Context: an optimization exercise on an open-source flow, tuned for small area and a short achievable clock period. The choices shown serve that exercise and are no tape-out recipe.
In this exercise RTL edits were held to simulation tests only and were not proved equivalent to the original.
Power figures rest on the tool's default switching activity, not on a simulated workload.

**flow/design.v**
```verilog
package wb_packer_pkg;
  localparam int BURST_LEN = 8;
  localparam int HW_W      = 16;
  localparam int DATA_W    = HW_W * BURST_LEN;
  localparam int IDX_W     = $clog2(BURST_LEN);
  localparam int DATA_LSB  = 0;
  localparam int STRB_LSB  = DATA_W;
  localparam int LAST_BIT  = DATA_W + BURST_LEN;
  localparam int ENTRY_W   = LAST_BIT + 1;
  typedef logic [ENTRY_W-1:0] entry_t;
  function automatic entry_t pack_entry(input logic last,
                                        input logic [BURST_LEN-1:0] strb,
                                        input logic [DATA_W-1:0] data);
    pack_entry = {last, strb, data};
  endfunction
endpackage
module wb_fifo #(
  parameter int DEPTH = 16,
  parameter int WIDTH = 8
) (
  input  logic             clk,
  input  logic             rst_n,
  input  logic             push,
  input  logic             pop,
  input  logic [WIDTH-1:0] din,
  output logic [WIDTH-1:0] dout,
  output logic             full,
  output logic             empty
);
  localparam int PTR_W = $clog2(DEPTH);
  logic [WIDTH-1:0] mem [DEPTH];
  logic [PTR_W:0]   wptr, rptr;
  logic             do_push, do_pop;
  assign empty   = (wptr == rptr);
  assign full    = (wptr[PTR_W] != rptr[PTR_W]) && (wptr[PTR_W-1:0] == rptr[PTR_W-1:0]);
  assign do_pop  = pop && !empty;
  assign do_push = push && (!full || do_pop);
  assign dout    = mem[rptr[PTR_W-1:0]];
  always_ff @(posedge clk or negedge rst_n) begin
    if (!rst_n) begin
      wptr <= '0;
      rptr <= '0;
    end else begin
      if (do_push) wptr <= wptr + 1'b1;
      if (do_pop)  rptr <= rptr + 1'b1;
    end
  end
  always_ff @(posedge clk) begin
    if (do_push) mem[wptr[PTR_W-1:0]] <= din;
  end
endmodule
module wb_packer #(
  parameter int DEPTH  = 16,
  parameter int ADDR_W = 16
) (
  input  logic              clk,
  input  logic              rst_n,
  input  logic              op_start,
  input  logic [ADDR_W-1:0] base_addr,
  input  logic              output_en,
  input  logic [wb_packer_pkg::HW_W-1:0] output_data,
  input  logic              gemm_finish,
  output logic              wr_valid,
  input  logic              wr_ready,
  output logic [wb_packer_pkg::DATA_W-1:0] wr_data,
  output logic [wb_packer_pkg::BURST_LEN-1:0] wr_strb,
  output logic [ADDR_W-1:0] wr_addr,
  output logic              wr_last,
  output logic              busy,
  output logic              overflow,
  output logic [15:0]       word_count
);
  logic [wb_packer_pkg::DATA_W-1:0]    stage_data;
  logic [wb_packer_pkg::BURST_LEN-1:0] stage_strb;
  logic [wb_packer_pkg::IDX_W-1:0]     idx;
  logic                 gf_q, flush_pending;
  logic                 fin_rise, stage_full, flush_go;
  logic                 push, pop, full, empty;
  logic [ADDR_W-1:0]    addr_q;
  wb_packer_pkg::entry_t               push_entry, head;
  assign fin_rise   = gemm_finish & ~gf_q;
  assign stage_full = &stage_strb;
  assign flush_go   = flush_pending & ~output_en & ~op_start;
  assign push       = ~op_start & ((output_en & stage_full) | (flush_go & (|stage_strb)));
  assign push_entry = wb_packer_pkg::pack_entry(flush_go, stage_strb, stage_data);
  assign pop        = ~empty & wr_ready;
  always_ff @(posedge clk or negedge rst_n) begin
    if (!rst_n) gf_q <= 1'b0;
    else        gf_q <= gemm_finish;
  end
  always_ff @(posedge clk or negedge rst_n) begin
    if (!rst_n) begin
      stage_data    <= '0;
      stage_strb    <= '0;
      idx           <= '0;
      flush_pending <= 1'b0;
    end else if (op_start) begin
      stage_data    <= '0;
      stage_strb    <= '0;
      idx           <= '0;
      flush_pending <= 1'b0;
    end else if (output_en) begin
      if (stage_full) begin
        stage_data <= wb_packer_pkg::DATA_W'(output_data);
        stage_strb <= wb_packer_pkg::BURST_LEN'(1);
        idx        <= wb_packer_pkg::IDX_W'(1);
      end else begin
        stage_data[idx*wb_packer_pkg::HW_W +: wb_packer_pkg::HW_W] <= output_data;
        stage_strb[idx]              <= 1'b1;
        idx                          <= idx + 1'b1;
      end
      if (fin_rise) flush_pending <= 1'b1;
    end else begin
      if (flush_pending) begin
        stage_data <= '0;
        stage_strb <= '0;
        idx        <= '0;
      end
      flush_pending <= fin_rise;
    end
  end
  always_ff @(posedge clk or negedge rst_n) begin
    if (!rst_n) begin
      addr_q     <= '0;
      word_count <= '0;
      overflow   <= 1'b0;
    end else if (op_start) begin
      addr_q     <= base_addr;
      word_count <= '0;
      overflow   <= 1'b0;
    end else begin
      if (pop) begin
        addr_q <= addr_q + 1'b1;
        if (word_count != 16'hFFFF) word_count <= word_count + 1'b1;
      end
      if (push && full && !pop) overflow <= 1'b1;
    end
  end
  wb_fifo #(.DEPTH(DEPTH), .WIDTH(wb_packer_pkg::ENTRY_W)) u_fifo (
    .clk   (clk),
    .rst_n (rst_n),
    .push  (push),
    .pop   (pop),
    .din   (push_entry),
    .dout  (head),
    .full  (full),
    .empty (empty)
  );
  assign wr_valid = ~empty;
  assign wr_data  = empty ? '0 : head[wb_packer_pkg::DATA_LSB +: wb_packer_pkg::DATA_W];
  assign wr_strb  = empty ? '0 : head[wb_packer_pkg::STRB_LSB +: wb_packer_pkg::BURST_LEN];
  assign wr_last  = ~empty & head[wb_packer_pkg::LAST_BIT];
  assign wr_addr  = addr_q;
  assign busy        = (|stage_strb) | ~empty | flush_pending;
endmodule
```
**flow/run.sh**
```bash
#!/bin/bash
# synth_recipe.tcl (not shown) runs the flow's synth.tcl, then flattens the netlist and writes it again
# the make line also repeats each setting of config.mk as NAME=value (left out here)
make -C /OpenROAD-flow-scripts/flow DESIGN_CONFIG=/design/flow/config.mk WORK_HOME=/design/flow/orfs CLKGATE_MAP_FILE= SYNTH_SCRIPT=/design/flow/synth_recipe.tcl finish
```
**flow/config.mk**
```make
export PLATFORM = sky130hd
export DESIGN_NAME = wb_packer
export DESIGN_NICKNAME = wb_packer
export VERILOG_FILES = /design/flow/design.v
export SDC_FILE = /design/flow/constraint.sdc
export NUM_CORES = 4
export LEC_CHECK = 0
export CAP_MARGIN = 20
export CORE_MARGIN = 2
export CORE_UTILIZATION = 40
export SLEW_MARGIN = 20
```
**flow/constraint.sdc**
```tcl
create_clock -name core_clock -period 5.0 [get_ports {clk}]
set_input_delay 1.0000 -clock core_clock [delete_from_list [all_inputs] [get_ports {clk}]]
set_output_delay 1.0000 -clock core_clock [all_outputs]
set_load 0.01 [all_outputs]
```
==> run summary <==
## cell type report
class | instances | area (µm²) | area share
sequential | 2376 | 70400 | 0.668
multi-input combinational | 1257 | 19500 | 0.185
clock buffer | 320 | 6290 | 0.0597
timing repair buffer | 359 | 4190 | 0.0397
tap | 2992 | 3740 | 0.0355
clock inverter | 116 | 1250 | 0.0119
inverter | 9 | 38.8 | 0.000368
antenna | 4 | 10.0 | 0.0000949
## layer usage
layer  up-vias  share of wire
met2      1660           0.48
li1      17200              -
met5         -        0.00045
met4        16          0.023
met1     22800           0.42
met3       297          0.083
## state kept, by name (all words and copies together), names as in the netlist
register,cells
flush_pending,1
u_fifo.wptr,5
u_fifo.rptr,5
idx,3
gf_q,1
word_count,16
stage_data,128
stage_strb,8
overflow,1
addr_q,16
u_fifo.mem,2192
## power by group through the flow
| stage | registers, µW | logic, µW | clock network [µW] |
|---|---|---|---|
| 2_1_floorplan | 22100 | 8520 | 0 |
| 3_3_place_gp | 22300 | 13500 | 0 |
| 3_5_place_dp | 22300 | 13500 | 0 |
| 4_1_cts | 21800 | 13800 | 17500 |
| 5_1_grt | 21800 | 14400 | 18200 |
| 6_report | 21800 | 13500 | 17100 |
## layout by cell type, fill, tap and decap left out, drive strengths merged, types with 14 or more instances in the layout
| master | count |
|---|---|
| dfrtp | 184 |
| edfxtp | 2192 |
| mux4 | 685 |
| clkinv | 81 |
| bufinv | 17 |
| inv | 18 |
| nor2 | 57 |
| a22o | 125 |
| ha | 14 |
| xnor2 | 31 |
| nand2 | 48 |
| nor3 | 20 |
| nand3 | 14 |
| and2 | 139 |
| o21ai | 33 |
| buf | 164 |
| clkbuf | 320 |
| clkdlybuf4s50 | 185 |
## worst max path at each step
| stage | startpoint | to | slack [ns] | cells past startpoint |
|---|---|---|---|---|
| detailed placement | output_en | u_fifo.mem[8][56]$_DFFE_PP_ | 0.60 | 8 |
| floorplan | op_start | u_fifo.mem[15][0]$_DFFE_PP_ | -1.57 | 4 |
| finish | u_fifo.rptr[0]$_DFFE_PN0P_ | wr_data[13] | 0.09 | 7 |
| global placement | output_en | u_fifo.mem[8][56]$_DFFE_PP_ | 0.62 | 8 |
| global route | u_fifo.rptr[0]$_DFFE_PN0P_ | wr_data[1] | -0.02 | 7 |
| CTS | u_fifo.rptr[0]$_DFFE_PN0P_ | wr_data[123] | 0.02 | 7 |
## metrics by stage
stage	hold slack, ns	utilization	setup TNS, ns
3_5_place_dp	0.503	0.434	0
6_report	0.136	0.468	0
4_1_cts	0.140	0.468	0
5_1_grt	0.175	0.468	-0.0355
2_1_floorplan	0.470	-	-2711.29
3_3_place_gp	0.486	0.434	0
## what timing repair did
item / 4_1_cts / 5_1_grt
setup endpoints to repair: 134 / 21
buffers inserted: 12 / 2
resized for setup: 5 / 12
cloned: 0 / 0
pin swaps: 0 / 1
endpoints found under the hold margin: 0 / 0
## cell families after synthesis
family / count (synthesis)
AO/OA/AOI/OAI: 178
XOR/XNOR: 41
adder cells (fa/ha/maj): 14
buffers and inverters: 226
flip-flops: 2376
multiplexers: 688
AND/OR/NAND/NOR: 336
==> metrics.md <==
| Metric | Value |
|---|---|
| Outcome | `complete, no violations` |
| Area of the core | `between 0.2 and 0.25 mm²` |
| Synth top area cells | `edfxtp_1 (73%), mux4_2 (17%), dfrtp_1 (5.1%)` |
| Net Switching | `14200 µW` |
| Ys Warns | `2` |
| Initial Utilization | `0.403` |
| Avg WL per Cell | `approximately 30 µm` |
| Top Usage Layer GRT | `met2` |
| Hold Crit Class | `in -> async` |
| Area after DPL | `0.0977 mm²` |
| Syn Inst Count | `3859` |
| Cts hold-fix bufs | `0` |
| Max Fclk | `between 200 and 250 MHz` |
| Final period util | `0.981` |
| Met3 Use GR | `0.0454` |
| Critical path's slowest cell | `mux4_2` |
| Design area | `0.105 mm²` |
| Peak supply drop | `500 µV` |
| Distinct cell type count of the synthesized netlist | `46` |
| I/O Pins | `210` |
| # setup viols final | `0` |
| Remaining Overflow, GRT | `0` |
| Worst r2r src | `stage_strb[6]$_DFFE_PN0P_` |
| Synth area leader | `edfxtp_1` |
| Clock-pin slew on the worst setup and hold paths | `0.06 ns` |
| Vias/cell | `about 5.6` |
| Port bufs | `roughly 210` |
| Routability congestion estimate | `roughly 0.75` |
| WP buf/inv | `4` |
| Critical setup path kind | `reg -> out` |
| Post-Place Cells | `6979` |
| Die X | `480 µm` |
| Final hold vios | `0` |
| Net Count, Synth | `around 3900` |
| HPWL Detailed | `117 mm` |
| Setup slack, reg-to-reg | `between 1 and 1.5 ns` |
| MaxCap Viol Count | `0` |
| Top-area cell type share of the netlist area | `0.725` |
| Mean Syn Cell Area | `23.5 µm²` |
| Leak Pwr | `0.0367 µW` |
| Share of layout cells above drive strength 1 | `0.275` |
| Switch share | `0.271` |
| Worst Reg2Reg Path Length in Cells | `8` |
| Total power | `52400 µW` |
| Reg-to-reg critical path endpoint | `u_fifo.mem[6][26]$_DFFE_PP_` |
| Clock power frac | `0.327` |
| Clk root buf | `clkbuf_16` |
| Simple-gate share of the synthesized area | `0.0204` |
| Area share of fa/ha/maj cells after synthesis | `0.00193` |
| Pre-CTS WS | `0.598 ns` |
| Vias in the first global route | `43400` |
| Combinational power share | `0.257` |
| Startpoint types | `flop` |
| Setup ws final | `approximately 0.093 ns` |
| First-pass GRT wire length | `between 300 and 400 mm` |
| Met2 Use GR | `0.303` |
| Largest family of logic cells by synthesized area | `multiplexers` |
| Final max-slew violation count | `0` |
| Most frequent cell after synthesis | `edfxtp_1` |
| Overall routed net length | `roughly 220 mm` |
| H-tree levels | `4` |
| Unrepaired setup endpoints after global routing | `true` |
| Mux cell area share after synthesis | `0.170` |
| Worst EP required | `4.00 ns` |
| Top delay family on crit path | `buffers and inverters` |
| Area grow syn2layout | `16.1%` |
| Fin crit period | `~4.9 ns` |
| Post-synthesis compound-gate area fraction | `0.0155` |
| Int Pwr | `38200 µW` |
| Filler cells | `18500` |
| Crit. End Element | `output pin` |
| Post-Syn Area | `0.0908 mm²` |
| ANT nets after route | `0` |
| Post-synth top cells | `edfxtp_1 (2192), mux4_2 (685), dfrtp_1 (184)` |
| Met1 Resource Use GR | `0.272` |
| Register area share after synthesis | `0.776` |
| Main synth FF type | `edfxtp_1` |
| Clk_skew | `~0.069 ns` |
| CTS Buf Count | `229` |
| Yosys reg bits | `roughly 2400` |
| Fin cells | `7433` |
| Reg power frac | `0.416` |
| Total GRT Usage | `0.193` |
| Max FO, Critical Path | `40` |
| Starting DRT DRC Count | `4467` |
| Clock latency (worst-skew pair) | `0.89 ns` |
| Cell chain of the critical path | `buf_12 > buf_4 > buf_12 > mux4_2 > mux4_2 > and2_1 > clkdlybuf4s50_1` |
| Synth Area in XOR/XNOR | `0.00396` |
| Longest Clk Path Bufs | `3` |
| NumNets Final | `4284` |
| Row cnt | `174` |
| CTS tree | `built` |
| Synth async-reset ratio | `0.0774` |
| Post-synth EDFFs | `2192` |
| Clock sink count | `2376` |
| Die Span Y | `480 µm` |
| Worst-Margin Slew | `around 1.0 ns` |
| Detailed-route via count | `42000` |
| Power density over cell area | `497 mW/mm²` |
| Initial antenna violation count | `20` |
| CP max stage delay | `approximately 0.56 ns` |
| Die area | `0.231 mm²` |
| Arr. time, crit path | `3.91 ns` |
| Largest net degree at the start of global routing | `88` |
| TritonRoute pass-1 iters | `6` |
| Worst slew margin | `0.304` |
| DRC viols | `0` |

afterwards: timing with drivers on the ports:
How much do the figures lean on ideal ports? The routed layout below was timed once more, with nothing changed but the port constraints. Step 1 sets driving cells, clkbuf_16 on the clock port and buf_2 on the other inputs (assumed; they add their load-dependent delay and slew). Step 2 adds t to the input delays and takes it off the output delays; t is the mean of the earliest and latest rising clock arrival at the registers after step 1. Input paths then give back, and output paths get back, about the clock's delay inside the block. Three values: ideal ports, drivers, drivers and shift; two values: the first two.
shift t [ns]: 0.934
slack for setup (ns): 0.093 / 0.012 / 0.597
clock arrival spread, ns: 0.070 / 0.070
slew at the worst register clock pin (ns): 0.07 / 0.07
pins driven straight from the clock port: 1
After both steps this run still meets setup and hold. The setup slack of this run moves by -0.081 ns with the drivers and by +0.504 ns with both steps.
